What follows belongs to an exercise in optimizing a design on an open flow for small area, a short achievable clock period and few clock cycles; a production flow would make more cautious choices.
Only simulation tests tie the RTL to the original design; equivalence was not proved.
Power figures rest on the tool's default switching activity, not on a simulated workload.

`flow/config.mk`:
```
export PLATFORM = sky130hd
export DESIGN_NAME = dcache_controller
export DESIGN_NICKNAME = dcache_controller
export VERILOG_FILES = /design/flow/design.v
export SDC_FILE = /design/flow/constraint.sdc
export NUM_CORES = 4
export LEC_CHECK = 0
export CAP_MARGIN = 20
export CORE_MARGIN = 2
export CORE_UTILIZATION = 45
export SETUP_SLACK_MARGIN = 2.0
export SLEW_MARGIN = 20
```
`flow/constraint.sdc`:
```
create_clock -name core_clock -period 7.0 [get_ports {clk_i}]
set_input_delay 1.4000 -clock core_clock [delete_from_list [all_inputs] [get_ports {clk_i}]]
set_output_delay 1.4000 -clock core_clock [all_outputs]
set_load 0.01 [all_outputs]
```
`flow/design.v`:
```
package dcache_pkg;
  localparam int LINE_BITS = 128;
  localparam int OFF_W     = 4;
  localparam int IDX_W     = 4;
  localparam int TAG_W     = 32 - IDX_W - OFF_W;
  typedef enum logic [1:0] {
    IDLE      = 2'd0,
    WRITEBACK = 2'd1,
    ALLOCATE  = 2'd2
  } state_e;
endpackage
module dcache_sram #(
  parameter int NUM_LINES = 16,
  parameter int DATA_W    = 128,
  parameter int IW        = 4,
  parameter int TW        = 24
) (
  input  logic              clk_i,
  input  logic              clr_valid_i,
  input  logic [IW-1:0]     rd_idx_i,
  output logic [TW-1:0]     rd_tag_o,
  output logic              rd_valid_o,
  output logic              rd_dirty_o,
  output logic [DATA_W-1:0] rd_data_o,
  input  logic [TW-1:0]     cmp_tag_i,
  output logic              rd_hit_o,
  input  logic [IW-1:0]     wr_idx_i,
  input  logic [3:0]        wr_word_en_i,
  input  logic [DATA_W-1:0] wr_data_i,
  input  logic              wr_tag_en_i,
  input  logic [TW-1:0]     wr_tag_i,
  input  logic              wr_dirty_en_i,
  input  logic              wr_dirty_i
);
  localparam int WW = DATA_W / 4;
  logic [NUM_LINES-1:0] valid_q;
  logic [NUM_LINES-1:0] dirty_q;
  logic [TW-1:0]        tag_q  [NUM_LINES];
  logic [DATA_W-1:0]    data_q [NUM_LINES];
  assign rd_tag_o   = tag_q[rd_idx_i];
  assign rd_valid_o = valid_q[rd_idx_i];
  assign rd_dirty_o = dirty_q[rd_idx_i];
  assign rd_data_o  = data_q[rd_idx_i];
  logic [NUM_LINES-1:0] match;
  always_comb begin
    for (int i = 0; i < NUM_LINES; i++) match[i] = valid_q[i] & (tag_q[i] == cmp_tag_i);
  end
  assign rd_hit_o = |(match & (NUM_LINES'(1) << rd_idx_i));
  always_ff @(posedge clk_i) begin
    for (int i = 0; i < NUM_LINES; i++) begin
      if (clr_valid_i) valid_q[i] <= 1'b0;
      else if (wr_tag_en_i && wr_idx_i == i) valid_q[i] <= 1'b1;
      if (wr_dirty_en_i && wr_idx_i == i) dirty_q[i] <= wr_dirty_i;
      if (wr_tag_en_i && wr_idx_i == i) tag_q[i] <= wr_tag_i;
      for (int w = 0; w < 4; w++)
        if (wr_word_en_i[w] && wr_idx_i == i) data_q[i][w*WW +: WW] <= wr_data_i[w*WW +: WW];
    end
  end
endmodule
module dcache_controller #(
  parameter int NUM_LINES = 16,
  parameter int LINE_BITS = dcache_pkg::LINE_BITS
) (
  input  logic                 clk_i,
  input  logic                 rst_i,
  input  logic                 cpu_req_i,
  input  logic                 cpu_we_i,
  input  logic [31:0]          cpu_addr_i,
  input  logic [31:0]          cpu_data_i,
  output logic [31:0]          cpu_data_o,
  output logic                 cpu_stall_o,
  output logic                 mem_req_o,
  output logic                 mem_we_o,
  output logic [31:0]          mem_addr_o,
  output logic [LINE_BITS-1:0] mem_data_o,
  input  logic [LINE_BITS-1:0] mem_data_i,
  input  logic                 mem_ack_i
);
  localparam int IW = $clog2(NUM_LINES);
  localparam int TW = 32 - IW - dcache_pkg::OFF_W;
  localparam int WW = LINE_BITS / 4;
  logic [IW-1:0]        req_idx;
  logic [TW-1:0]        req_tag;
  logic [1:0]           word_sel;
  logic [3:0]           word_hot;
  logic [TW-1:0]        rd_tag;
  logic                 rd_valid;
  logic                 rd_dirty;
  logic [LINE_BITS-1:0] rd_data;
  logic                 rd_hit;
  logic                 hit;
  logic                 miss;
  logic                 wb;
  logic                 wb_ack;
  logic                 fill;
  logic                 store_hit;
  logic [3:0]           wr_word_en;
  logic [LINE_BITS-1:0] wr_data;
  assign req_idx  = cpu_addr_i[dcache_pkg::OFF_W +: IW];
  assign req_tag  = cpu_addr_i[31 -: TW];
  assign word_sel = cpu_addr_i[3:2];
  assign word_hot = 4'b0001 << word_sel;
  dcache_sram #(
    .NUM_LINES (NUM_LINES),
    .DATA_W    (LINE_BITS),
    .IW        (IW),
    .TW        (TW)
  ) u_sram (
    .clk_i         (clk_i),
    .clr_valid_i   (~rst_i),
    .rd_idx_i      (req_idx),
    .rd_tag_o      (rd_tag),
    .rd_valid_o    (rd_valid),
    .rd_dirty_o    (rd_dirty),
    .rd_data_o     (rd_data),
    .cmp_tag_i     (req_tag),
    .rd_hit_o      (rd_hit),
    .wr_idx_i      (req_idx),
    .wr_word_en_i  (wr_word_en),
    .wr_data_i     (wr_data),
    .wr_tag_en_i   (fill),
    .wr_tag_i      (req_tag),
    .wr_dirty_en_i (store_hit | fill | wb_ack),
    .wr_dirty_i    (~wb_ack & cpu_we_i)
  );
  always_comb begin
    hit       = rd_hit;
    miss      = rst_i & cpu_req_i & ~hit;
    wb        = rd_valid & rd_dirty;
    wb_ack    = miss & mem_ack_i & wb;
    fill      = miss & mem_ack_i & ~wb;
    store_hit = rst_i & cpu_req_i & hit & cpu_we_i;
    for (int w = 0; w < 4; w++) begin
      wr_word_en[w] = fill | (store_hit & word_hot[w]);
      wr_data[w*WW +: WW] = (fill & ~(cpu_we_i & word_hot[w])) ? mem_data_i[w*WW +: WW]
                                                                 : cpu_data_i;
    end
  end
  assign cpu_stall_o = miss & ~(mem_ack_i & ~wb);
  assign cpu_data_o  = mem_ack_i ? mem_data_i[{word_sel, 5'b0} +: 32]
                                 : rd_data[{word_sel, 5'b0} +: 32];
  assign mem_req_o   = miss;
  assign mem_we_o    = wb;
  assign mem_addr_o  = {wb ? rd_tag : req_tag, req_idx, {dcache_pkg::OFF_W{1'b0}}};
  assign mem_data_o  = rd_data;
endmodule
```
`flow/run.sh`:
```
#!/bin/bash
# synth_recipe.tcl (not shown) runs the flow's synth.tcl, then flattens the netlist and writes it again
# the make line also repeats each setting of config.mk as NAME=value (left out here)
make -C /OpenROAD-flow-scripts/flow DESIGN_CONFIG=/design/flow/config.mk WORK_HOME=/design/flow/orfs CLKGATE_MAP_FILE= SYNTH_SCRIPT=/design/flow/synth_recipe.tcl finish
```
==> run notes, run 1 <==
Outcome: finished clean
Initial Utilization: 45.13%
RSZ-0062 raised after global routing: true
Flops & latches, synth: 2464
Max Cap Viol: 0
# DRC: 0
Clock Tree Buf Depth: 4
Critical Path RT: 5600 ps
Hold Crit Class: register to register
Clock latency on the worst-skew pair: 960 ps
Mapped Area: 100000 sq um
Initial antenna violation count: 35
Crit-path max FO: 8
Post-synth top cells: edfxtp_1, a22oi_1, xnor2_1, nor2_1, nand2_1
Slew HR: 13.40%
Final min period: 5702 ps
R2R Setup Slk: 2710 ps
Largest net degree at the start of global routing: 56
Nets: 7686
Worst vdd ir: 0.2105 mV
CP Class: input pin to output port
Layout cells sized above 1: 32.34%
CP endpoint kind: output port
Post-CTS Hold Buffers: 0
Power Density: 256.8 nW/um^2
DR vias: 74950
Post-synth top area cell: edfxtp_1
Top-count cell post-synth: edfxtp_1
Htree depth: 5
Die footprint: 226100 sq um
CTS Sinks: 2464
Max Slew Vio Count: 0
Number of buffers created by CTS: 277
Initial DRC count: 15370
Synth area leaders: edfxtp_1, a22oi_1, xnor2_1
Final hold vios: 0
Ys async rst share: 0%
Setup TNS Final: 0 ps
Ys flop type: edfxtp_1
Cell variety after synth: 86
Grt ovf: 0
Horiz. Die Dim: 475.5 um
Worst EP arrival: 4300 ps
DP Cell Count: 9592
Chip Height: 475.5 um
CP startpoint kind: input pin
Drt via density: 7.017
Vias in the first global route: 68230
Setup skew after layout: 79.69 ps
Cell Rows: 173
Hold WS: 521.8 ps
EDFF count, synth: 2448
Syn Inst Count: 6117
WL/cell: 45.26 um
TritonCTS clock tree: built
Clock Pin Slew Worst Setup and Hold Paths: 50 ps
Leak: 44.79 nW
Area Growth Syn to Fin: 32.06%
DP HPWL: 283.2 mm
Port Buffers: 385
Post-synth top area share: 73.49%
Drt total wl: 483.4 mm
Avg Inst Size Synth: 16.35 sq um
Global-route wire length before repair: 620.6 mm
Antenna viol nets, final: 0
Overall Global Routing Usage: 41.33%
Final setup violating endpoints: 0
Final Non-Filler Cells: 10680
DRT Pass-1 Iters: 8
GP Congestion: 0.9547
Core area: 221700 sq um
Final worst-path cycle share: 81.45%
Max Fclk: 175.4 MHz
Sequential area share after synthesis: 73.81%
Num ports: 392
Yosys warning total: 4
Clk root buf: clkbuf_16
Final core occ: 59.60%
Actual slew at the worst max-slew pin: 1295 ps
## layer usage
layer / GRT usage [%] / wire [um] / vias up
li1: - / - / 27700
met1: 50.77 / 156400 / 37620
met2: 58.80 / 203400 / 7706
met3: 15.46 / 76020 / 1885
met4: 32.20 / 46770 / 40
met5: 0.5970 / 819 / -
## layout make-up
type / count / area [sq um]
clock inverters: 118 / 785.8
flip-flops and latches: 2464 / 73830
well taps: 2975 / 3722
inverters: 11 / 58.81
clock buffers: 353 / 7345
fillers: 16540 / 89550
diodes: 24 / 60.06
multi-input cells: 3208 / 27730
repair buffers: 1527 / 18570
## per-stage QoR
stage | instance area [sq um] | worst slack [ps] | power, mW
4_1_cts | 129100 | 1421 | 33.40
5_1_grt | 132100 | 1272 | 34.36
3_5_place_dp | 112300 | 384.5 | 19.67
2_1_floorplan | 100200 | 1922 | 17.91
6_report | 132100 | 1298 | 33.92
3_3_place_gp | 112300 | 398.4 | 19.65
## critical path, stage by stage
cell and delay [ps]:
buf_16 120, buf_16 140, buf_12 130, clkinvlp_4 120
buf_12 170, o21ai_0 80, a21boi_0 320, o21ai_1 140
o22a_1 280, mux4_2 710, a221o_1 480, buf_2 160
## worst paths after layout
| check | start | to | depth (start not counted) |
|---|---|---|---|
| setup / recovery | cpu_addr_i[4] | cpu_data_o[24] | 12 |
| hold / removal | u_sram.valid_q[3] | u_sram.valid_q[3] | 2 |
| hold reg to reg | u_sram.valid_q[3] | u_sram.valid_q[3] | 2 |
| setup reg to reg | u_sram.tag_q[7][13] | u_sram.data_q[11][21] | 13 |
## flip-flops by register name, summed over array words and instances (netlist names)
signal	flops
u_sram.data_q	2048
u_sram.valid_q	16
u_sram.dirty_q	16
u_sram.tag_q	384
## power breakdown
group	total [mW]	internal (mW)	switching, mW
Sequential	16.4	16.3	0.0185
Clock	13.6	7.71	5.92
Combinational	3.93	1.51	2.42
## cells in the final DEF (no fill, tap or decap), types with 90 or more instances in the layout
master	n
a21oi_1	166
edfxtp_1	2448
mux2_4	128
xor2_1	90
xnor2_1	283
nand2_1	190
buf_12	267
a22o_1	139
nand4_1	129
clkbuf_16	299
mux2_2	91
clkdlybuf4s50_1	167
nand3_1	92
buf_6	186
a22oi_1	545
buf_4	572
nor2_1	164
## cells by family (layout without fill, tap and decap cells)
kind of cell    count (synthesis)  in the layout  share of synthesized area [%]
compound gates               1553           1553                          11.54
xor+xnor                      384            384                          3.362
buf+inv                       449           2009                          2.228
flops                        2464           2464                          73.81
mux                           323            323                          4.207
other cells                     1             28                       0.003749
simple gates                  943            944                          4.854
## repair_timing
item,in CTS,in global routing
pin swaps,255,282
setup buffers,380,137
gates resized for setup,1253,554
endpoints found under the setup margin,277,165
cloned,63,13
hold endpoints to repair,0,0
Testbench counts, summed over its fixed seeds: cycles 60,633.
==> inputs of run 2 (changes only) <==
--- a/flow/design.v
+++ b/flow/design.v
@@ -23,6 +23,4 @@
   output logic              rd_dirty_o,
   output logic [DATA_W-1:0] rd_data_o,
-  input  logic [TW-1:0]     cmp_tag_i,
-  output logic              rd_hit_o,
   input  logic [IW-1:0]     wr_idx_i,
   input  logic [3:0]        wr_word_en_i,
@@ -42,9 +40,4 @@
   assign rd_dirty_o = dirty_q[rd_idx_i];
   assign rd_data_o  = data_q[rd_idx_i];
-  logic [NUM_LINES-1:0] match;
-  always_comb begin
-    for (int i = 0; i < NUM_LINES; i++) match[i] = valid_q[i] & (tag_q[i] == cmp_tag_i);
-  end
-  assign rd_hit_o = |(match & (NUM_LINES'(1) << rd_idx_i));
   always_ff @(posedge clk_i) begin
     for (int i = 0; i < NUM_LINES; i++) begin
@@ -88,5 +81,4 @@
   logic                 rd_dirty;
   logic [LINE_BITS-1:0] rd_data;
-  logic                 rd_hit;
   logic                 hit;
   logic                 miss;
@@ -114,6 +106,4 @@
     .rd_dirty_o    (rd_dirty),
     .rd_data_o     (rd_data),
-    .cmp_tag_i     (req_tag),
-    .rd_hit_o      (rd_hit),
     .wr_idx_i      (req_idx),
     .wr_word_en_i  (wr_word_en),
@@ -125,5 +115,5 @@
   );
   always_comb begin
-    hit       = rd_hit;
+    hit       = rd_valid & (rd_tag == req_tag);
     miss      = rst_i & cpu_req_i & ~hit;
     wb        = rd_valid & rd_dirty;
==> run notes, run 2 <==
Outcome: finished clean
Final setup violating endpoints: 0 (unchanged)
Hold Crit Class: register to register
CTS Sinks: 2464 (unchanged)
Antenna viol nets, final: 0 (unchanged)
Overall Global Routing Usage: 35.16% (-6.2 points)
Slew HR: 11.42% (-2.0 points)
CP Class: input pin to output port
Max Cap Viol: 0 (unchanged)
Area Growth Syn to Fin: 29.39%
Post-synth top area share: 77.53% (+4.0 points)
DRT Pass-1 Iters: 6 (-2)
Die footprint: 214400 sq um (-5.2%)
Final min period: 5739 ps (+37.63 ps)
Mapped Area: 94810 sq um (-5.2%)
Most common cell after layout, fill and taps aside: edfxtp_1
Crit-path max FO: 6 (-2)
Htree depth: 4 (-1)
CP startpoint kind: input pin
Leak: 41.23 nW (-7.9%)
R2R Setup Slk: 2410 ps (-300 ps)
Worst EP arrival: 4340 ps (+40 ps)
GP Congestion: 0.9030 (-5.4%)
Cell Rows: 168 (-2.9%)
Post-synth top cells: edfxtp_1, a22oi_1, clkbuf_1, nand3_1, a22o_1
Layout cells sized above 1: 29.22% (-3.1 points)
Overall Power: 31.92 mW (-5.9%)
Drt total wl: 395.4 mm (-18%)
Initial antenna violation count: 27 (-23%)
TritonCTS clock tree: built
Post-synth top area cell: edfxtp_1
Horiz. Die Dim: 463.0 um (-2.6%)
Actual slew at the worst max-slew pin: 1327 ps (+32.25 ps)
Top-count cell post-synth: edfxtp_1
Commonest cells after routing, fill and taps aside: edfxtp_1, buf_4, a22oi_1
Final worst-path cycle share: 81.99% (+0.54 points)
Largest net degree at the start of global routing: 41 (-27%)
Ys async rst share: 0% (unchanged)
Setup skew after layout: 50.36 ps (-29.33 ps)
Final worst slack: 1261 ps (-37.63 ps)
Fin area: 122700 sq um (-7.1%)
Synth area leaders: edfxtp_1, a22oi_1, a22o_1
Nets: 6798 (-12%)
Critical Path RT: 5600 ps (about the same)
Clock Tree Buf Depth: 3 (-1)
Drt via density: 6.836 (-2.6%)
Number of buffers created by CTS: 236 (-15%)
Pre-CTS setup slack: -256.2 ps (-640.7 ps)
Port Buffers: 385 (unchanged)
Max Fclk: 174.2 MHz (-0.66%)
RSZ-0062 raised after global routing: true
Global-route wire length before repair: 516.0 mm (-17%)
Largest registers: u_sram.data_q x2048, u_sram.tag_q x384
Avg Inst Size Synth: 17.55 sq um (+7.3%)
# DRC: 0 (unchanged)
Power Density: 260.2 nW/um^2 (+1.3%)
DP HPWL: 235.7 mm (-17%)
WL/cell: 41.15 um (-9.1%)
Cell variety after synth: 89 (+3.5%)
Setup TNS Final: 0 ps (unchanged)
CP endpoint kind: output port
Worst vdd ir: 0.2515 mV (+19%)
Core area: 209600 sq um (-5.5%)
Ys flop type: edfxtp_1
DR vias: 65690 (-12%)
Grt ovf: 0 (unchanged)
Yosys warning total: 4 (unchanged)
Final core occ: 58.54% (-1.1 points)
Chip Height: 463.0 um (-2.6%)
Max Slew Vio Count: 0 (unchanged)
Flops & latches, synth: 2464 (unchanged)
Most flops, register: u_sram.data_q
Dpl cell area: 106700 sq um (-5.0%)
Initial Utilization: 45.24% (+0.11 points)
Clock Pin Slew Worst Setup and Hold Paths: 60 ps (about the same)
Max FFs per register: 2048 (unchanged)
Syn Inst Count: 5401 (-12%)
Num ports: 392 (unchanged)
Final hold vios: 0 (unchanged)
Clk root buf: clkbuf_16
Post-CTS Hold Buffers: 0 (unchanged)
Vias in the first global route: 59490 (-13%)
EDFF count, synth: 2448 (unchanged)
Sequential area share after synthesis: 77.87% (+4.1 points)
Clock latency on the worst-skew pair: 900 ps (-60 ps)
Initial DRC count: 12940 (-16%)
[run 2: path summary, 6_finish.rpt]
check / cells after the start / endpoint / startpoint
max: 15 / cpu_data_o[24] / cpu_addr_i[6]
min: 1 / u_sram.valid_q[11] / u_sram.valid_q[11]
max reg2reg: 13 / u_sram.data_q[15][124] / u_sram.tag_q[13][23]
min reg2reg: 1 / u_sram.valid_q[11] / u_sram.valid_q[11]
[run 2: power by group]
part / internal [mW] / total, mW / switching [mW] / leakage, nW
clock: 6.65 / 12.3 / 5.62 / 3.49
combinational: 1.29 / 3.22 / 1.94 / 15.6
sequential: 16.4 / 16.4 / 0.0283 / 22.2
total: 24.3 / 31.9 / 7.59 / 41.2
[run 2: logic make-up (layout without fill, tap and decap cells)]
logic type / count (synthesis) / after routing / share of synthesized area (%)
AO/OA/AOI/OAI: 1482 / 1482 / 12.04
AND/OR/NAND/NOR: 706 / 707 / 3.848
XOR/XNOR: 7 / 7 / 0.06467
multiplexers: 345 / 345 / 4.255
other: 1 / 19 / 0.003955
buffers and inverters: 396 / 1781 / 1.915
flip-flops: 2464 / 2464 / 77.87
[run 2: stage by stage]
stage                     instances  hold WS (ps)
after floorplan                5404         421.0
after global placement         8704         428.0
after detailed placement       8711         435.5
after CTS                      9340         449.6
after global routing           9596         468.3
final                          9610         452.0
[run 2: timing repair]
item | CTS | global route
buffers inserted | 168 | 239
endpoints found under the hold margin | 0 | 0
gates cloned | 34 | 14
endpoints found under the setup margin | 4110 | 2600
resized for setup | 549 | 628
pin swaps | 140 | 244
[run 2: critical path: stages]
cell and delay (ps):
buf_16 130, buf_4 130, or2_4 190, nor2_4 80
buf_12 170, buf_6 170, a222oi_1 360, nand3_2 210
a21oi_2 210, buf_6 150, a31oi_4 80, buf_6 160
mux4_2 440, mux2_4 290, buf_6 120
[run 2: routing by layer]
metal  routed length (um)  vias up  GRT usage (%)
met5                  254        -              0
met4                23880       32          18.08
met3                60430     1066          10.59
met2               171200     6071          51.24
met1               139700    33470          47.80
li1                     -    25050              -
[run 2: cell type report]
type | count | area, sq um
multi-input cells | 2545 | 22230
diodes | 15 | 37.54
well taps | 2805 | 3510
clock inverters | 127 | 1077
inverters | 22 | 85.08
flip-flops and latches | 2464 | 73830
fillers | 15520 | 86890
clock buffers | 300 | 6167
repair buffers | 1332 | 15750
Testbench counts of run 2, summed over its fixed seeds: cycles 60,633.
==> inputs of run 3 (changes only) <==
==> flow/flow/run.sh (new file) <==
#!/bin/bash
# Own layout flow: the standard ORFS flow (standard.sh, unchanged synthesis) with
#  - gate sizing free to change a cell's footprint (MATCH_CELL_FOOTPRINT=0),
#  - plain buffers on the ports instead of the delay cells buffer_ports picks by default,
#  - clock tree sink clusters without dummy loads.
# ORFS writes each step's full log under orfs/logs; make's own output goes to make.log.
set -euo pipefail
bash standard.sh \
  MATCH_CELL_FOOTPRINT=0 \
  "BUFFER_PORTS_ARGS=-buffer_cell sky130_fd_sc_hd__buf_2" \
  "CTS_ARGS=-sink_clustering_enable -repair_clock_nets -dont_use_dummy_load" \
  finish > make.log 2>&1
==> flow/standard.sh (new file) <==
#!/bin/bash
# synth_recipe.tcl (not shown) runs the flow's synth.tcl, then flattens the netlist and writes it again
# the make line also repeats each setting of config.mk as NAME=value (left out here)
make -C /OpenROAD-flow-scripts/flow DESIGN_CONFIG=/design/flow/config.mk WORK_HOME=/design/flow/orfs CLKGATE_MAP_FILE= SYNTH_SCRIPT=/design/flow/synth_recipe.tcl "${@:-finish}"
--- a/flow/config.mk
+++ b/flow/config.mk
@@ -8,5 +8,5 @@
 export CAP_MARGIN = 20
 export CORE_MARGIN = 2
-export CORE_UTILIZATION = 45
-export SETUP_SLACK_MARGIN = 2.0
+export CORE_UTILIZATION = 60
+export SETUP_SLACK_MARGIN = 1.5
 export SLEW_MARGIN = 20
removed: flow/run.sh
==> run notes, run 3 <==
GRT met2 Usage: 64.69% (+13 points)
Most flops, register: u_sram.data_q
Mapped Area: 94810 sq um (unchanged)
Clock latency on the worst-skew pair: 870 ps (-30 ps)
Post-CTS Hold Buffers: 0 (unchanged)
Vias in the first global route: 58060 (-2.4%)
Hold Crit Class: register to register
Synth area leaders: edfxtp_1, a22oi_1, a22o_1
RSZ-0062 raised after global routing: true
Layout cells sized above 1: 27.28% (-1.9 points)
Overall Global Routing Usage: 44.09% (+8.9 points)
Clk root buf: clkbuf_16
Final setup violating endpoints: 0 (unchanged)
Met3 Resource Use GR: 13.45% (+2.9 points)
Max Slew Vio Count: 0 (unchanged)
Final Non-Filler Cells: 8302 (-14%)
Final worst slack: 1396 ps (+135.6 ps)
# DRC: 0 (unchanged)
Global-route wire length before repair: 482.2 mm (-6.5%)
Clock Pin Slew Worst Setup and Hold Paths: 60 ps (about the same)
Setup TNS Final: 0 ps (unchanged)
DRT Pass-1 Iters: 7 (+1)
Initial DRC count: 12370 (-4.4%)
Clock Power Share: 36.1% (-2.3 points)
Max FFs per register: 2048 (unchanged)
Grt peak-use layer: met2
Ys async rst share: 0% (unchanged)
Hold WS: 450.9 ps (-1.068 ps)
Clock Tree Buf Depth: 3 (unchanged)
Power Density: 265.1 nW/um^2 (+1.9%)
Cell variety after synth: 89 (unchanged)
Internal power: 23.10 mW (-5.1%)
Worst vdd ir: 0.2473 mV (-1.7%)
Htree depth: 4 (unchanged)
CP Class: input pin to output port
Nets: 6426 (-5.5%)
Final core occ: 72.05% (+14 points)
Critical Path RT: 5600 ps (about the same)
Yosys warning total: 4 (unchanged)
Initial Utilization: 60.56% (+15 points)
Grt met1 use: 60.08% (+12 points)
Port Buffers: 385 (unchanged)
Final min period: 5604 ps (-135.6 ps)
Outcome: finished clean
Grt ovf: 0 (unchanged)
Avg Inst Size Synth: 17.55 sq um (unchanged)
Post-synth top area share: 77.53% (unchanged)
Antenna viol nets, final: 0 (unchanged)
Commonest cells after routing, fill and taps aside: edfxtp_1, a22oi_1, buf_2
Drt total wl: 364.9 mm (-7.7%)
DP Cell Count: 7876 (-9.6%)
Fin area: 112800 sq um (-8.1%)
Actual slew at the worst max-slew pin: 1194 ps (-133.1 ps)
Pre-CTS setup slack: 430.3 ps (+686.5 ps)
CTS Sinks: 2464 (unchanged)
Area Growth Syn to Fin: 18.98%
Final worst-path cycle share: 80.05% (-1.9 points)
Crit-path max FO: 22 (+16)
GP Congestion: 0.9753 (+8.0%)
Flops & latches, synth: 2464 (unchanged)
Post-synth top cells: edfxtp_1, a22oi_1, clkbuf_1, nand3_1, a22o_1
Setup skew after layout: 72.57 ps (+22.21 ps)
Horiz. Die Dim: 401.5 um (-13%)
Worst EP arrival: 4200 ps (-140 ps)
Core area: 156600 sq um (-25%)
EDFF count, synth: 2448 (unchanged)
Initial antenna violation count: 22 (-19%)
Largest registers: u_sram.data_q x2048, u_sram.tag_q x384
Switching part of the total: 22.75% (-1.0 points)
Dpl cell area: 102900 sq um (-3.5%)
Most common cell after layout, fill and taps aside: edfxtp_1
DR vias: 62690 (-4.6%)
Chip Height: 401.5 um (-13%)
Comb power frac: 8.9% (-1.2 points)
Sequential power share: 55.0% (+3.5 points)
Net Sw Power: 6.802 mW (-10%)
Slew HR: 20.39% (+9.0 points)
CP endpoint kind: output port
Max Cap Viol: 0 (unchanged)
TritonCTS clock tree: built
Max Fclk: 178.5 MHz (+2.4%)
Fill cells: 9877 (-36%)
Number of buffers created by CTS: 235 (-0.42%)
Syn Inst Count: 5401 (unchanged)
Final hold vios: 0 (unchanged)
Num ports: 392 (unchanged)
Leak: 37.12 nW (-10%)
Drt via density: 7.551 (+10%)
CP startpoint kind: input pin
Cell Rows: 145 (-14%)
Largest net degree at the start of global routing: 55 (+34%)
DP HPWL: 214.1 mm (-9.2%)
Post-synth top area cell: edfxtp_1
Top-count cell post-synth: edfxtp_1
Sequential area share after synthesis: 77.87% (unchanged)
Overall Power: 29.90 mW (-6.3%)
WL/cell: 43.96 um (+6.8%)
Ys flop type: edfxtp_1
Die footprint: 161200 sq um (-25%)
run 3: cell counts after synthesis:
Identical to the previous run, type by type.
run 3: layout make-up:
| type | count | area [sq um] | area share [%] |
|---|---|---|---|
| Timing Repair Buffer | 962 | 8964 | 7.946 |
| Inverter | 22 | 87.58 | 0.07764 |
| Clock buffer | 235 | 5881 | 5.213 |
| Sequential cell | 2464 | 73830 | 65.45 |
| Antenna cell | 17 | 42.54 | 0.03771 |
| Multi-Input combinational cell | 2544 | 21420 | 18.99 |
| Tap cell | 2058 | 2575 | 2.283 |
run 3: worst paths after layout:
path	from	to	slack [ps]	cells after the start
max	cpu_addr_i[4]	cpu_data_o[7]	1400	15
min	u_sram.valid_q[3]	u_sram.valid_q[3]	450	1
max reg2reg	u_sram.tag_q[10][23]	u_sram.data_q[3][109]	2270	15
min reg2reg	u_sram.valid_q[3]	u_sram.valid_q[3]	450	1
run 3: per-layer routing:
metal	vias up	wire, um
met5	-	211
li1	24060	-
met1	31850	126000
met4	20	21030
met2	5739	162000
met3	1010	55740
run 3: kinds of logic after synthesis:
kind of cell    Yosys count  share of synthesized area [%]
compound gates         1482                          12.04
xor+xnor                  7                        0.06467
buf+inv                 396                          1.915
flops                  2464                          77.87
mux                     345                          4.255
other cells               1                       0.003955
simple gates            706                          3.848
run 3: power groups by stage:
stage	registers (mW)	clock network [mW]	logic (mW)
2_1_floorplan	16.7	0	1.04
3_3_place_gp	16.7	0	2.22
3_5_place_dp	16.7	0	2.25
4_1_cts	16.4	10.8	2.43
5_1_grt	16.4	11.3	2.68
6_report	16.4	10.8	2.66
run 3: repair_timing:
item	4_1_cts	5_1_grt
hold endpoints to repair	0	0
gates cloned	22	11
pin swaps	45	78
setup endpoints to repair	679	41
buffers inserted	75	66
gates resized for setup	241	182
run 3: worst max-delay path, cell delays in order:
cell      delay (ps)
buf_16           150
nand2b_4         180
buf_8            150
nor2_4           410
buf_12           280
a22o_1           210
a221oi_2          40
nand3_1          110
o22a_1           230
mux2i_1          110
buf_4            180
o22ai_1          250
a21oi_4          110
o21ai_0          150
buf_2            170
==> inputs of run 4 (changes only) <==
--- a/flow/design.v
+++ b/flow/design.v
@@ -23,4 +23,6 @@
   output logic              rd_dirty_o,
   output logic [DATA_W-1:0] rd_data_o,
+  input  logic [TW-1:0]     cmp_tag_i,
+  output logic              rd_hit_o,
   input  logic [IW-1:0]     wr_idx_i,
   input  logic [3:0]        wr_word_en_i,
@@ -40,4 +42,9 @@
   assign rd_dirty_o = dirty_q[rd_idx_i];
   assign rd_data_o  = data_q[rd_idx_i];
+  logic [NUM_LINES-1:0] match;
+  always_comb begin
+    for (int i = 0; i < NUM_LINES; i++) match[i] = valid_q[i] & (tag_q[i] == cmp_tag_i);
+  end
+  assign rd_hit_o = |(match & (NUM_LINES'(1) << rd_idx_i));
   always_ff @(posedge clk_i) begin
     for (int i = 0; i < NUM_LINES; i++) begin
@@ -81,4 +88,5 @@
   logic                 rd_dirty;
   logic [LINE_BITS-1:0] rd_data;
+  logic                 rd_hit;
   logic                 hit;
   logic                 miss;
@@ -106,4 +114,6 @@
     .rd_dirty_o    (rd_dirty),
     .rd_data_o     (rd_data),
+    .cmp_tag_i     (req_tag),
+    .rd_hit_o      (rd_hit),
     .wr_idx_i      (req_idx),
     .wr_word_en_i  (wr_word_en),
@@ -115,5 +125,5 @@
   );
   always_comb begin
-    hit       = rd_valid & (rd_tag == req_tag);
+    hit       = rd_hit;
     miss      = rst_i & cpu_req_i & ~hit;
     wb        = rd_valid & rd_dirty;
--- a/flow/config.mk
+++ b/flow/config.mk
@@ -8,5 +8,5 @@
 export CAP_MARGIN = 20
 export CORE_MARGIN = 2
-export CORE_UTILIZATION = 60
-export SETUP_SLACK_MARGIN = 1.5
+export CORE_UTILIZATION = 45
+export SETUP_SLACK_MARGIN = 2.5
 export SLEW_MARGIN = 20
==> run notes, run 4 <==
CP endpoint kind: output port
Area Growth Syn to Fin: 29.38%
Final core occ: 58.39% (-14 points)
Crit-path max FO: 8 (-64%)
Net Sw Power: 7.914 mW (+16%)
Core area: 221700 sq um (+42%)
Setup skew after layout: 107.0 ps (+34.43 ps)
Most common cell after layout, fill and taps aside: edfxtp_1
Worst vdd ir: 0.2725 mV (+10%)
Footprint of the multi-input gates: 28730 sq um (+34%)
Number of buffers created by CTS: 275 (+17%)
Initial DRC count: 15690 (+27%)
Syn Inst Count: 6117 (+13%)
DP Cell Count: 9466 (+20%)
Mapped Area: 100000 sq um (+5.5%)
RR Startpoint: u_sram.tag_q[9][19]
Switching part of the total: 24.31% (+1.6 points)
Clock Power Share: 37.9% (+1.8 points)
Max Slew Vio Count: 0 (unchanged)
Initial Utilization: 45.13% (-15 points)
Horiz. Die Dim: 475.5 um (+18%)
Most used cell, CP: buf_4
Met2 wire len: 203.0 mm (+25%)
Sequential area share after synthesis: 73.81% (-4.1 points)
Post-synth top area share: 73.49% (-4.0 points)
Clock Pin Slew Worst Setup and Hold Paths: 60 ps (about the same)
R2R Setup Slk: 2900 ps (+630 ps)
DR top layer: met5
Antenna viol nets, final: 0 (unchanged)
DP HPWL: 273.6 mm (+28%)
Final min period: 5780 ps (+176.8 ps)
Clock Tree Buf Depth: 4 (+1)
Largest net degree at the start of global routing: 73 (+33%)
# DRC: 0 (unchanged)
GP Congestion: 0.9468 (-2.9%)
RR Endpoint: u_sram.data_q[8][117]
Ys async rst share: 0% (unchanged)
RSZ-0062 raised after global routing: true
Vias in the first global route: 66920 (+15%)
Worst path slowest cell: nor2_2
Flops & latches, synth: 2464 (unchanged)
CTS Sinks: 2464 (unchanged)
Hold path cells: 2 (+1)
DR vias: 74400 (+19%)
Max Cap Viol: 0 (unchanged)
Slew HR: 22.05% (+1.7 points)
Actual slew at the worst max-slew pin: 1168 ps (-26.16 ps)
Final setup violating endpoints: 0 (unchanged)
Setup TNS Final: 0 ps (unchanged)
Commonest cells after routing, fill and taps aside: edfxtp_1, a22oi_1, buf_4
Top-count cell post-synth: edfxtp_1
Num ports: 392 (unchanged)
Drt total wl: 483.9 mm (+33%)
Post-CTS Hold Buffers: 0 (unchanged)
Cell variety after synth: 86 (-3.4%)
Final worst-path cycle share: 82.58% (+2.5 points)
Clk root buf: clkbuf_16
Internal power: 24.64 mW (+6.7%)
Crit path cell chain: buf_4 -> clkinv_1 -> nor2_2 -> buf_4 -> a221o_1 -> buf_6
WL/cell: 46.45 um (+5.7%)
Sequential power share: 50.3% (-4.7 points)
Synth area leaders: edfxtp_1, a22oi_1, xnor2_1
CP top delay family: buffers and inverters
Initial antenna violation count: 36 (+64%)
Hold Crit Class: register to register
Port Buffers: 385 (unchanged)
Hold_sp: u_sram.valid_q[15]
Most flops, register: u_sram.data_q
DR WL met3: 77.37 mm (+39%)
Avg Inst Size Synth: 16.35 sq um (-6.8%)
Max Fclk: 173.0 MHz (-3.1%)
Register area: 73830 sq um (unchanged)
EDFF count, synth: 2448 (unchanged)
TritonCTS clock tree: built
Post-synth top area cell: edfxtp_1
Yosys warning total: 4 (unchanged)
Largest registers: u_sram.data_q x2048, u_sram.tag_q x384
Layout cells sized above 1: 36.25% (+9.0 points)
Max FFs per register: 2048 (unchanged)
Leak: 43.68 nW (+18%)
Drt via density: 7.142 (-5.4%)
Nets: 7609 (+18%)
Final hold vios: 0 (unchanged)
Grt ovf: 0 (unchanged)
Comb power frac: 11.8% (+2.9 points)
Clock latency on the worst-skew pair: 990 ps (+120 ps)
WL met1: 153.3 mm (+22%)
Max stage delay on crit path: 1230 ps (+820 ps)
Critical path buffers and inverters: 4 (-1)
Hold path endpoint: u_sram.valid_q[15]
Final Non-Filler Cells: 10420 (+25%)
Final worst slack: 1220 ps (-176.8 ps)
Worst EP arrival: 4380 ps (+180 ps)
Power Density: 251.5 nW/um^2 (-5.1%)
Pre-CTS setup slack: 613.1 ps (+182.8 ps)
Critical Path RT: 5600 ps (about the same)
Fill cells: 16600 (+68%)
Htree depth: 5 (+1)
Post-synth top cells: edfxtp_1, a22oi_1, xnor2_1, nor2_1, nand2_1
Chip Height: 475.5 um (+18%)
Reg2Reg Depth: 11 (-4)
Global-route wire length before repair: 614.4 mm (+27%)
Ys flop type: edfxtp_1
CP Class: input pin to output port
CP startpoint kind: input pin
Outcome: finished clean
Cell Rows: 173 (+19%)
Die footprint: 226100 sq um (+40%)
Overall Power: 32.55 mW (+8.9%)
DRT Pass-1 Iters: 9 (+2)
Overall Global Routing Usage: 41.10% (-3.0 points)
-- run 4: cells by family after synthesis --
| logic type | after synthesis | synth area share [%] |
|---|---|---|
| and+or+nand+nor | 943 | 4.854 |
| other | 1 | 0.003749 |
| muxes | 323 | 4.207 |
| xor gates and xnor gates | 384 | 3.362 |
| DFF | 2464 | 73.81 |
| AOI/OAI and AO/OA | 1553 | 11.54 |
| buffers and inverters | 449 | 2.228 |
-- run 4: final cells by class --
class	instances	area share (%)
Antenna cell	33	0.06381
Clock buffer	275	5.317
Inverter	11	0.04641
Multi-Input combinational cell	3214	22.20
Sequential cell	2464	57.05
Tap cell	2975	2.876
Timing Repair Buffer	1446	12.45
-- run 4: metal layers --
metal / vias up / track usage [%]
met3: 2107 / 15.40
li1: 27350 / -
met2: 7730 / 58.77
met4: 30 / 33.93
met5: - / 0.3198
met1: 37190 / 49.43
-- run 4: how the worst max path moves through the flow --
stage,slack [ps],to,cells past startpoint,from
final,1220,cpu_data_o[5],6,cpu_addr_i[2]
after global routing,1270,cpu_data_o[22],11,cpu_addr_i[6]
after CTS,1400,cpu_data_o[24],12,cpu_addr_i[6]
after detailed placement,610,cpu_data_o[12],13,cpu_addr_i[6]
after global placement,610,cpu_data_o[12],13,cpu_addr_i[6]
after floorplan,1980,u_sram.data_q[10][32],11,cpu_addr_i[20]
-- run 4: per-stage QoR --
stage | cell area (sq um) | hold slack (ps)
after detailed placement | 109400 | 490.2
after floorplan | 102000 | 438.3
after CTS | 124300 | 497.8
after global routing | 129300 | 506.1
final | 129400 | 509.6
after global placement | 109400 | 481.4
-- run 4: tightest hold or removal path: cells and delay by family, from the launching register on --
kind             cells  cell delay, ps
flip-flops           1             330
AND/OR/NAND/NOR      1              60
AO/OA/AOI/OAI        1              60
-- run 4: what timing repair did --
item,in CTS,in global routing
resized for setup,732,589
pin swaps,203,354
gates cloned,66,17
setup buffers,363,198
setup endpoints to repair,4685,822
-- run 4: power groups by stage --
stage | Sequential (mW) | Combinational (mW) | Clock, mW
detailed placement | 16.7 | 2.76 | 0
finish | 16.4 | 3.83 | 12.4
global route | 16.4 | 3.80 | 12.8
CTS | 16.4 | 3.30 | 12.2
floorplan | 16.7 | 1.36 | 0
global placement | 16.7 | 2.74 | 0
Testbench counts of run 4, summed over its fixed seeds: cycles 60,633.
==> inputs of run 5 (changes only) <==
--- a/flow/design.v
+++ b/flow/design.v
@@ -23,6 +23,4 @@
   output logic              rd_dirty_o,
   output logic [DATA_W-1:0] rd_data_o,
-  input  logic [TW-1:0]     cmp_tag_i,
-  output logic              rd_hit_o,
   input  logic [IW-1:0]     wr_idx_i,
   input  logic [3:0]        wr_word_en_i,
@@ -41,10 +39,9 @@
   assign rd_valid_o = valid_q[rd_idx_i];
   assign rd_dirty_o = dirty_q[rd_idx_i];
-  assign rd_data_o  = data_q[rd_idx_i];
-  logic [NUM_LINES-1:0] match;
   always_comb begin
-    for (int i = 0; i < NUM_LINES; i++) match[i] = valid_q[i] & (tag_q[i] == cmp_tag_i);
+    rd_data_o = '0;
+    for (int i = 0; i < NUM_LINES; i++)
+      rd_data_o = rd_data_o | ({DATA_W{rd_idx_i == i}} & data_q[i]);
   end
-  assign rd_hit_o = |(match & (NUM_LINES'(1) << rd_idx_i));
   always_ff @(posedge clk_i) begin
     for (int i = 0; i < NUM_LINES; i++) begin
@@ -88,5 +85,4 @@
   logic                 rd_dirty;
   logic [LINE_BITS-1:0] rd_data;
-  logic                 rd_hit;
   logic                 hit;
   logic                 miss;
@@ -114,6 +110,4 @@
     .rd_dirty_o    (rd_dirty),
     .rd_data_o     (rd_data),
-    .cmp_tag_i     (req_tag),
-    .rd_hit_o      (rd_hit),
     .wr_idx_i      (req_idx),
     .wr_word_en_i  (wr_word_en),
@@ -125,5 +119,5 @@
   );
   always_comb begin
-    hit       = rd_hit;
+    hit       = rd_valid & (rd_tag == req_tag);
     miss      = rst_i & cpu_req_i & ~hit;
     wb        = rd_valid & rd_dirty;
@@ -138,6 +132,9 @@
   end
   assign cpu_stall_o = miss & ~(mem_ack_i & ~wb);
-  assign cpu_data_o  = mem_ack_i ? mem_data_i[{word_sel, 5'b0} +: 32]
-                                 : rd_data[{word_sel, 5'b0} +: 32];
+  always_comb begin
+    cpu_data_o = mem_ack_i ? mem_data_i[{word_sel, 5'b0} +: 32] : 32'h0;
+    for (int w = 0; w < 4; w++)
+      cpu_data_o = cpu_data_o | ({32{word_hot[w] & ~mem_ack_i}} & rd_data[w*WW +: WW]);
+  end
   assign mem_req_o   = miss;
   assign mem_we_o    = wb;
==> flow/flow/run.sh (replaced) <==
#!/bin/bash
# Own layout flow: the standard ORFS flow (standard.sh, unchanged synthesis and steps) with
# the make settings in args.sh beside this file:
#  - gate sizing free to change a cell's footprint (MATCH_CELL_FOOTPRINT=0),
#  - plain buffers on the ports instead of the delay cells buffer_ports picks by default,
#  - clock tree sink clusters without dummy loads.
# ORFS writes each step's full log under orfs/logs; make's own output goes to make.log.
set -euo pipefail
source "$(dirname "$0")/args.sh"
bash standard.sh "${ARGS[@]}" finish > make.log 2>&1
==> flow/flow/args.sh (new file) <==
# make settings for run.sh (and nothing else)
ARGS=(
  MATCH_CELL_FOOTPRINT=0
  "BUFFER_PORTS_ARGS=-buffer_cell sky130_fd_sc_hd__buf_2"
  "CTS_ARGS=-sink_clustering_enable -repair_clock_nets -dont_use_dummy_load -sink_clustering_size 24 -sink_clustering_max_diameter 60"
)
--- a/flow/config.mk
+++ b/flow/config.mk
@@ -8,5 +8,5 @@
 export CAP_MARGIN = 20
 export CORE_MARGIN = 2
-export CORE_UTILIZATION = 45
-export SETUP_SLACK_MARGIN = 2.5
+export CORE_UTILIZATION = 60
+export SETUP_SLACK_MARGIN = 1.5
 export SLEW_MARGIN = 20
==> run notes, run 5 <==
R2R Setup Slk: 2290 ps (-610 ps)
Fin area: 110500 sq um (-15%)
Final worst-path cycle share: 80.39% (-2.2 points)
CP endpoint kind: output port
Syn Inst Count: 5094 (-17%)
Horiz. Die Dim: 399.5 um (-16%)
Ys flop type: edfxtp_1
Antenna viol nets, final: 0 (unchanged)
Drt via density: 7.350 (+2.9%)
Overall Power: 27.18 mW (-17%)
Final setup violating endpoints: 0 (unchanged)
Hold path cells: 1 (-1)
WP depth: 15 (+9)
Dpl cell area: 101200 sq um (-7.4%)
CP top delay family: compound AO/OA/AOI/OAI gates
Yosys warning total: 4 (unchanged)
Initial antenna violation count: 8 (-78%)
Crit path cell chain: buf_16 -> buf_12 -> and4bb_4 -> buf_12 -> buf_4 -> o2bb2ai_1 -> a221oi_1 -> o311a_1 -> nor3_1 -> a2111oi_4 -> nand4_4 -> nor2_4 -> a211oi_2 -> buf_4 -> buf_6
Most flops, register: u_sram.data_q
Clock latency on the worst-skew pair: 820 ps (-170 ps)
WL/cell: 41.22 um (-11%)
Worst EP arrival: 4230 ps (-150 ps)
Actual slew at the worst max-slew pin: 1161 ps (-7.192 ps)
Max FFs per register: 2048 (unchanged)
Post-synth top area share: 78.32% (+4.8 points)
Layout cells sized above 1: 27.94% (-8.3 points)
Sequential area share after synthesis: 78.66% (+4.8 points)
DRT Pass-1 Iters: 6 (-3)
Commonest cells after routing, fill and taps aside: edfxtp_1, a22oi_1, buf_4
CP startpoint kind: input pin
Nets: 6140 (-19%)
Top-count cell post-synth: edfxtp_1
Final min period: 5627 ps (-153.1 ps)
Ys async rst share: 0% (unchanged)
Largest net degree at the start of global routing: 60 (-18%)
Grt ovf: 0 (unchanged)
Number of buffers created by CTS: 150 (-45%)
Power Density: 245.9 nW/um^2 (-2.2%)
Worst vdd ir: 0.3129 mV (+15%)
Largest registers: u_sram.data_q x2048, u_sram.tag_q x384
Max Fclk: 177.7 MHz (+2.7%)
Cell variety after synth: 93 (+8.1%)
# DRC: 0 (unchanged)
Mapped Area: 93860 sq um (-6.2%)
Hold Crit Class: register to register
Die footprint: 159600 sq um (-29%)
Slew HR: 22.43% (+0.38 points)
Crit-path max FO: 7 (-1)
Cell Rows: 145 (-16%)
Global-route wire length before repair: 436.7 mm (-29%)
Worst path slowest cell: a2111oi_4
Clock Pin Slew Worst Setup and Hold Paths: 90 ps (+30 ps)
TritonCTS clock tree: built
Synth area leaders: edfxtp_1, a22o_1, a22oi_1
Leak: 35.87 nW (-18%)
Flops & latches, synth: 2464 (unchanged)
Outcome: finished clean
Num ports: 392 (unchanged)
EDFF count, synth: 2448 (unchanged)
Max stage delay on crit path: 400 ps (-830 ps)
Clk root buf: clkbuf_16
Final worst slack: 1373 ps (+153.1 ps)
Core area: 155800 sq um (-30%)
GP Congestion: 0.9035 (-4.6%)
Drt total wl: 329.7 mm (-32%)
Overall Global Routing Usage: 40.25% (-0.84 points)
Setup skew after layout: 120.7 ps (+13.68 ps)
Setup TNS Final: 0 ps (unchanged)
Htree depth: 4 (-1)
Final core occ: 70.92% (+13 points)
Post-synth top area cell: edfxtp_1
Initial Utilization: 60.23% (+15 points)
Chip Height: 399.5 um (-16%)
Max Cap Viol: 0 (unchanged)
Port Buffers: 385 (unchanged)
Pre-CTS setup slack: 323.6 ps (-289.5 ps)
CTS Sinks: 2464 (unchanged)
RSZ-0062 raised after global routing: true
Avg Inst Size Synth: 18.43 sq um (+13%)
Vias in the first global route: 54690 (-18%)
Max Slew Vio Count: 0 (unchanged)
Reg2Reg Depth: 15 (+4)
Critical path buffers and inverters: 6 (+2)
CP Class: input pin to output port
Clock Tree Buf Depth: 3 (-1)
Final hold vios: 0 (unchanged)
Critical Path RT: 5600 ps (about the same)
Post-synth top cells: edfxtp_1, a22oi_1, a22o_1, a221oi_1, clkbuf_1
Area Growth Syn to Fin: 17.74%
DP HPWL: 181.4 mm (-34%)
DR vias: 58800 (-21%)
Initial DRC count: 10120 (-35%)
Most common cell after layout, fill and taps aside: edfxtp_1
==> run 5: changes by cell type after synthesis, sizes merged, moves of 83 or more <==
cell | before | now
xnor2 | 289 | 1
a22o | 147 | 370
a221oi | 122 | 344
a22oi | 603 | 414
a21oi | 198 | 27
nand2 | 206 | 71
buf | 283 | 166
nand3 | 117 | 17
xor2 | 95 | 3
and3 | 17 | 100
==> run 5: through the flow <==
step,hold slack (ps),instances
global placement,428.6,7489
detailed placement,436.8,7496
floorplan,421.0,5097
finish,454.4,8000
CTS,456.0,7894
global route,471.1,8000
==> run 5: kinds of logic after synthesis <==
logic type                count (synthesis)  synth area share (%)
other                                     1              0.003995
muxes                                   276                 3.898
and+or+nand+nor                         601                 3.568
AOI/OAI and AO/OA                      1368                 11.97
buffers and inverters                   380                 1.864
xor gates and xnor gates                  4               0.03733
DFF                                    2464                 78.66
==> run 5: worst register-to-register path: stages, from the launching register on <==
cell	delay, ps
edfxtp_1	360
mux2_2	270
o2bb2ai_1	140
a221oi_1	330
o311a_1	340
nor3_1	130
a2111oi_4	410
nand4_4	190
buf_4	180
buf_4	140
o211ai_4	330
buf_4	180
a21boi_4	620
buf_4	370
nor2_4	60
buf_12	200
==> run 5: area by class of cell <==
type,instances,area (sq um)
sequential,2464,73830
fill,9855,45330
multi-input combinational,2255,19990
timing repair buffer,1047,10250
clock buffer,150,3754
tap,2058,2575
inverter,24,100.1
timing repair inverter,1,7.507
antenna,1,2.502
==> run 5: timing repair <==
action / in CTS / in global routing
hold buffers: 0 / 0
endpoints found under the setup margin: 2004 / 50
gates resized for setup: 223 / 158
gates cloned: 32 / 16
setup buffers: 216 / 87
pin swaps: 70 / 76
==> run 5: final timing paths <==
kind,from,to
setup / recovery,cpu_addr_i[7],cpu_stall_o
hold reg to reg,u_sram.valid_q[2],u_sram.valid_q[2]
setup reg to reg,u_sram.tag_q[7][3],u_sram.data_q[14][26]
hold / removal,u_sram.valid_q[2],u_sram.valid_q[2]
==> run 5: layer usage <==
| layer | routed length (um) | track usage (%) | vias to the layer above |
|---|---|---|---|
| met4 | 16290 | 16.74 | 4 |
| met5 | 28 | 0 | - |
| li1 | - | - | 23170 |
| met1 | 117900 | 56.07 | 30240 |
| met3 | 44220 | 9.195 | 736 |
| met2 | 151300 | 62.04 | 4652 |
==> run 5: power by group <==
part	switching [mW]	internal [mW]	leakage, nW
logic	1.57	0.920	11.9
registers	0.0258	16.4	22.2
clock network	4.49	3.80	1.85
Testbench counts of run 5, summed over its fixed seeds: cycles 60,633.
==> inputs of run 6 (changes only) <==
--- a/flow/config.mk
+++ b/flow/config.mk
@@ -11,2 +11,3 @@
 export SETUP_SLACK_MARGIN = 1.5
 export SLEW_MARGIN = 20
+export TNS_END_PERCENT = 0
==> run notes, run 6 <==
Clock Pin Slew Worst Setup and Hold Paths: 70 ps (-20 ps)
Crit. Startpoint: cpu_addr_i[7]
Final worst slack: 1338 ps (-34.83 ps)
Grt met1 use: 56.22% (+0.15 points)
Reg2Reg Depth: 16 (+1)
Port Buffers: 385 (unchanged)
Crit-path max FO: 12 (+5)
Simple-Gate Fraction of Synth Area: 3.568% (unchanged)
Ys flop type: edfxtp_1
DR vias: 58290 (-0.86%)
RR Startpoint: u_sram.tag_q[13][15]
CP Class: input pin to output port
Synth area leaders: edfxtp_1, a22o_1, a22oi_1
Most common cell after layout, fill and taps aside: edfxtp_1
Actual slew at the worst max-slew pin: 1128 ps (-32.32 ps)
# DRC: 0 (unchanged)
Fill cells: 9967 (+1.1%)
Post-synth top cells: edfxtp_1, a22oi_1, a22o_1, a221oi_1, clkbuf_1
DRT Pass-1 Iters: 6 (unchanged)
Num ports: 392 (unchanged)
Clk root buf: clkbuf_16
Top-count cell post-synth: edfxtp_1
Grt ovf: 0 (unchanged)
Power Density: 247.8 nW/um^2 (+0.75%)
Initial Utilization: 60.23% (unchanged)
Crit path cell chain: buf_16 -> nand2b_4 -> buf_4 -> nor2_4 -> buf_12 -> buf_12 -> a22oi_1 -> and3_1 -> nand4_1 -> mux2_2 -> a22oi_1 -> o21ai_0 -> buf_2
Max Fclk: 176.6 MHz (-0.61%)
Fin area: 108300 sq um (-2.0%)
Ys async rst share: 0% (unchanged)
Post-CTS Hold Buffers: 0 (unchanged)
Syn Inst Count: 5094 (unchanged)
Post-synth top area share: 78.32% (unchanged)
Initial DRC count: 10330 (+2.1%)
Post-synth top area cell: edfxtp_1
Area Growth Syn to Fin: 15.42%
Most flops, register: u_sram.data_q
Worst vdd ir: 0.2664 mV (-15%)
Drt total wl: 322.7 mm (-2.1%)
Commonest cells after routing, fill and taps aside: edfxtp_1, a22oi_1, buf_2
Outcome: finished clean
Yosys warning total: 4 (unchanged)
CP endpoint: cpu_data_o[18]
Number of buffers created by CTS: 145 (-3.3%)
Chip Height: 399.5 um (unchanged)
Slew HR: 24.59% (+2.2 points)
CP startpoint kind: input pin
Final min period: 5662 ps (+34.83 ps)
TritonCTS clock tree: built
Synth Area in XOR/XNOR: 0.03732% (unchanged)
EDFF count, synth: 2448 (unchanged)
Leak: 34.78 nW (-3.0%)
Final worst-path cycle share: 80.89% (+0.50 points)
Worst EP arrival: 4260 ps (+30 ps)
Drt via density: 7.419 (+0.94%)
GRT met2 Usage: 61.38% (-0.67 points)
RSZ-0062 raised after global routing: true
Pre-CTS setup slack: 447.9 ps (+124.2 ps)
RR Endpoint: u_sram.data_q[9][102]
CTS Sinks: 2464 (unchanged)
Initial antenna violation count: 11 (+3)
Critical Path RT: 5600 ps (about the same)
Dpl cell area: 101200 sq um (about the same)
Met3 Resource Use GR: 8.519% (-0.68 points)
Grt peak-use layer: met2
R2R Setup Slk: 1980 ps (-310 ps)
Mapped Area: 93860 sq um (unchanged)
Global-route wire length before repair: 431.3 mm (-1.3%)
Synth Area in Adders: 0% (unchanged)
Max FFs per register: 2048 (unchanged)
Largest registers: u_sram.data_q x2048, u_sram.tag_q x384
DP HPWL: 183.6 mm (+1.2%)
Worst path slowest cell: nor2_4
Max Slew Vio Count: 0 (unchanged)
Nets: 5995 (-2.4%)
GP Congestion: 0.8858 (-2.0%)
Main combinational cell family by area after synthesis: compound AO/OA/AOI/OAI gates
Setup TNS Final: 0 ps (unchanged)
Largest net degree at the start of global routing: 69 (+15%)
Flops & latches, synth: 2464 (unchanged)
Vias in the first global route: 53640 (-1.9%)
Compound-Gate Fraction of Synth Area: 11.97% (unchanged)
Cell Rows: 145 (unchanged)
Htree depth: 4 (unchanged)
CP endpoint kind: output port
Horiz. Die Dim: 399.5 um (unchanged)
Max Cap Viol: 0 (unchanged)
Hold_sp: u_sram.valid_q[7]
Core area: 155800 sq um (unchanged)
Setup skew after layout: 97.19 ps (-23.49 ps)
Sequential area share after synthesis: 78.66% (unchanged)
Layout cells sized above 1: 25.55% (-2.4 points)
Avg Inst Size Synth: 18.43 sq um (unchanged)
Clock latency on the worst-skew pair: 830 ps (about the same)
Multiplexer share of the synthesized area: 3.898% (unchanged)
WL/cell: 41.07 um (-0.34%)
Final setup violating endpoints: 0 (unchanged)
Clock Tree Buf Depth: 3 (unchanged)
Max stage delay on crit path: 520 ps (+120 ps)
Overall Power: 26.84 mW (-1.2%)
Cell variety after synth: 93 (unchanged)
Final hold vios: 0 (unchanged)
Hold Crit Class: register to register
Overall Global Routing Usage: 39.65% (-0.60 points)
Antenna viol nets, final: 0 (unchanged)
Die footprint: 159600 sq um (unchanged)
[run 6: cell counts after synthesis]
No cell type changed its count.
[run 6: layout make-up]
class | instances | area [sq um] | share of cell area (%)
clock buffers | 145 | 3628 | 3.349
multi-input cells | 2255 | 19760 | 18.24
inverters | 24 | 93.84 | 0.08662
flip-flops and latches | 2464 | 73830 | 68.15
repair buffers | 908 | 8444 | 7.794
well taps | 2058 | 2575 | 2.377
diodes | 3 | 7.507 | 0.006929
[run 6: routing by layer]
metal	vias up	wire length, um
li1	22870	-
met1	30110	117600
met2	4667	150000
met3	637	43140
met4	6	11990
met5	-	36
[run 6: critical path, delay by kind of cell]
kind            cells  cell delay [ps]
simple gates        4             1210
buf+inv             5              940
compound gates      3              410
mux                 1              280
[run 6: worst min path at each step]
stage / to / slack [ps] / cells past startpoint
floorplan: u_sram.valid_q[10] / 420 / 1
global placement: u_sram.valid_q[2] / 430 / 1
detailed placement: u_sram.valid_q[7] / 440 / 1
CTS: u_sram.valid_q[7] / 460 / 1
global route: u_sram.valid_q[6] / 470 / 1
finish: u_sram.valid_q[7] / 450 / 1
[run 6: stage by stage]
stage | hold WS, ps | instances | utilization, %
after global routing | 470.3 | 7854 | 69.51
after detailed placement | 438.3 | 7501 | 64.97
final | 452.4 | 7857 | 69.52
after floorplan | 421.0 | 5097 | -
after global placement | 427.7 | 7496 | 64.89
after CTS | 456.0 | 7788 | 68.69
[run 6: logic make-up (layout without fill, tap and decap cells)]
kind of cell / after synthesis / after routing
AO/OA/AOI/OAI: 1368 / 1368
AND/OR/NAND/NOR: 601 / 603
buffers and inverters: 380 / 1077
XOR/XNOR: 4 / 4
multiplexers: 276 / 276
other: 1 / 7
flip-flops: 2464 / 2464
[run 6: report_power, final]
part	total, mW	leakage [nW]	internal [mW]	switching [mW]
sequential	16.4	22.2	16.4	0.0252
combinational	2.32	10.8	0.800	1.52
clock	8.13	1.79	3.68	4.45
total	26.8	34.8	20.9	5.99
[run 6: repair_timing]
item,in CTS,in global routing
cloned,20,11
pin swaps,51,48
setup buffers,122,53
endpoints found under the hold margin,0,0
resized for setup,169,112
setup endpoints to repair,987,91

[re-timing with driven ports]
Ports are ideal in the flow. The routed layouts listed here were re-timed in OpenROAD. Step 1 sets driving cells, clkbuf_16 on the clock port and buf_2 on the other inputs (assumed; they add their load-dependent delay and slew). Step 2 adds t to the input delays and takes it off the output delays; t is the mean of the earliest and latest rising clock arrival at the registers after step 1. Input paths then give back, and output paths get back, about the clock's delay inside the block. Slacks: ideal / step 1 / step 2; pairs: ideal / step 1.
run	shift t [ns]	setup WS [ns]	worst setup path at the end
run 1	1.026	1.298 / 0.964 / 0.943	input to register
run 2	0.971	1.261 / 1.005 / 0.772	input to register
run 3	0.930	1.396 / 1.068 / 0.517	input to register
run 4	1.042	1.220 / 0.933 / 0.933	input to output
run 5	0.846	1.373 / 1.146 / 0.590	input to register
run 6	0.873	1.338 / 1.097 / 0.323	input to register
After both steps setup and hold are still met in every run listed. The setup slack of run 6, which loses most, moves by -0.241 ns with the drivers and by -1.015 ns with both steps.
